Source: an optimization exercise on an open RTL-to-GDS flow (aim: small area, a short achievable clock period and few clock cycles per item). Production flows keep margins and buffers that such runs may drop. In this exercise RTL edits were held to simulation tests only and were not proved equivalent to the original.

## run A
Design softsign_activation_top, start of the top module:
module softsign_activation_top (
  input  logic                           clk,
  input  logic                           rst_n,
  input  logic                           in_tvalid,
  output logic                           in_tready,
  input  logic [ssa_pkg::SAMPLE_W-1:0]   in_tdata,
  output logic                           out_tvalid,
  input  logic                           out_tready,
  output logic [ssa_pkg::RESULT_W-1:0]   out_tdata,
  input  logic                           cfg_psel,
  input  logic                           cfg_penable,
  input  logic                           cfg_pwrite,
  input  logic [ssa_pkg::CFG_ADDR_W-1:0] cfg_paddr,
  input  logic [ssa_pkg::CFG_DATA_W-1:0] cfg_pwdata,
  output logic [ssa_pkg::CFG_DATA_W-1:0] cfg_prdata,
  output logic                           cfg_pready
);
For scale: roughly 63000 um2 of cells after synthesis.
Settings: LEC_CHECK=0, ABC_AREA=1, CAP_MARGIN=20, CORE_MARGIN=2, CORE_UTILIZATION=55, SETUP_SLACK_MARGIN=3.5, SLEW_MARGIN=20; clock period 6.5 ns.
run.sh (not shown) runs the stock make flow with config.mk's settings and CLKGATE_MAP_FILE= SYNTH_SCRIPT=/design/flow/synth_recipe.tcl, a recipe that flattens the netlist after the stock synthesis.
Testbench counts of run A, summed over its fixed seeds: cycles 16,288, items 16,000.
What run B does differently from run A at the input level:
- CORE_UTILIZATION: 55 -> 40
- SETUP_SLACK_MARGIN: 3.5 -> 3.6
### Flow results
Run B: area of the die is 37% higher than what run A reported. Cmp run B vs run A: clock buffer count from CTS higher in run B. Route | run B vs run A | wire longer in run B. Run B vs. run A: final layout net count went up by 51. Run B vs run A: number of rows created at floorplan up by more than 10%.
--- input diff run B..run C ---
- SETUP_SLACK_MARGIN changed from 3.6 to 3.5
Notes after the runs:
Run C finished every stage and its layout cleared the timing, design-rule and antenna checks. Total routing resource utilization after global routing across run B and run C: no real change. Compared with run B, run C shows a first-pass iteration count of the detailed router that is 1 higher. Setup slack (run C over run B): decrease, 0.047 ns. The clock tree cell share of total cell area of run B and that of run C are within noise of each other. Re number of buffers added to fix hold violations after cts: no difference whatsoever between run C and run B.
Changes in run D relative to run C:
- SETUP_SLACK_MARGIN now 3.25, was 3.5
### Flow results

Setup of alpha:
softsign_activation_top, a different RTL version from the one above (not shown whole).
Size: roughly 4800 cells after synthesis.
Settings: LEC_CHECK=0, CAP_MARGIN=20, CORE_MARGIN=2, CORE_UTILIZATION=40, CTS_BUF_LIST=sky130_fd_sc_hd__clkbuf_4 sky130_fd_sc_hd__clkbuf_8, CTS_CLUSTER_SIZE=30, SETUP_SLACK_MARGIN=3.0, SLEW_MARGIN=20; clock period 6.5 ns.
Testbench counts of alpha, summed over its fixed seeds: cycles 16,288, items 16,000.
Input-level comparison between beta and alpha:
Settings: CTS_CLUSTER_SIZE removed (was 30); CTS_BUF_LIST removed (was sky130_fd_sc_hd__clkbuf_4 sky130_fd_sc_hd__clkbuf_8); SETUP_SLACK_MARGIN changed from 3.0 to 2.5.
Final cell area: beta below alpha. alpha → beta: final total negative setup slack stayed essentially flat, post-route clock period utilization rose by 4.5 points, I/O pin count stayed essentially flat. Cmp beta vs alpha: detailed route wirelength on metal2 lower in beta.
Here is what was changed in the inputs of gamma compared with beta.
Settings: SETUP_SLACK_MARGIN changed from 2.5 to 3.0.
==> comparison <==
Lower number of cells on the worst reg-to-reg path among gamma and beta: beta
Detail-routed net length per standard cell for gamma: 4.7% up relative to beta
Min portion of the layout cell area used by non-clock buffers across gamma and beta: beta
Relative to gamma, the following input files were edited for delta:
Settings: ABC_AREA: unset -> 1; SETUP_SLACK_MARGIN: 3.0 -> 3.5.
Results
delta ends up with a number of cells traversed by the worst register-to-register path that is 4 lower than in gamma.
gamma → delta: global-route usage grew by 3.4 points, count of inverters other than clock inverters in the layout increased 403.
Setup changes, delta to epsilon
Settings: a change of SETUP_SLACK_MARGIN from 3.5 to 2.0; a deleted ABC_AREA that had been 1.
==> comparison <==
- Compared with delta, epsilon shows a higher part of the Yosys area used for sequential elements.
- epsilon against delta: filler cell count decreased by 1313 relative to the old numbers; post-route standard cell area excluding fillers -about 6.6%.

port drivers added, routing unchanged:
How much do the figures lean on ideal ports? The routed layouts below were timed once more, with nothing changed but the port constraints.
Step 1: set_driving_cell puts a clkbuf_16 on clk and a buf_2 on each other input, an assumption about the parent block.
Step 2 times the ports against the registers' clock, not the clock port: input delays grow and output delays shrink by t, the midpoint of the rising clock arrivals with the driver on.
Three values: ideal ports, drivers, drivers and shift; two values: the first two.
run | shift t [ns] | setup slack, ns | worst data-port slew with drivers (ns) | pins driven straight from the clock port
run A | 0.772 | 3.457 / 3.457 / 3.026 | 0.04 | 1
run B | 0.802 | 3.518 / 3.518 / 3.029 | 0.06 | 1
run C | 0.801 | 3.471 / 3.471 / 2.991 | 0.07 | 1
run D | 0.795 | 3.376 / 3.376 / 2.976 | 0.06 | 1
alpha | 0.919 | 2.810 / 2.810 / 2.368 | 0.04 | 1
beta | 0.790 | 2.521 / 2.521 / 2.348 | 0.05 | 1
gamma | 0.796 | 2.799 / 2.799 / 2.415 | 0.04 | 1
delta | 0.807 | 3.334 / 3.334 / 3.015 | 0.04 | 1
epsilon | 0.786 | 2.099 / 2.099 / 2.099 | 0.04 | 1
After both steps setup and hold are still met in every run listed. The setup slack of run B, which loses most, moves by 0.000 ns with the drivers and by -0.489 ns with both steps.
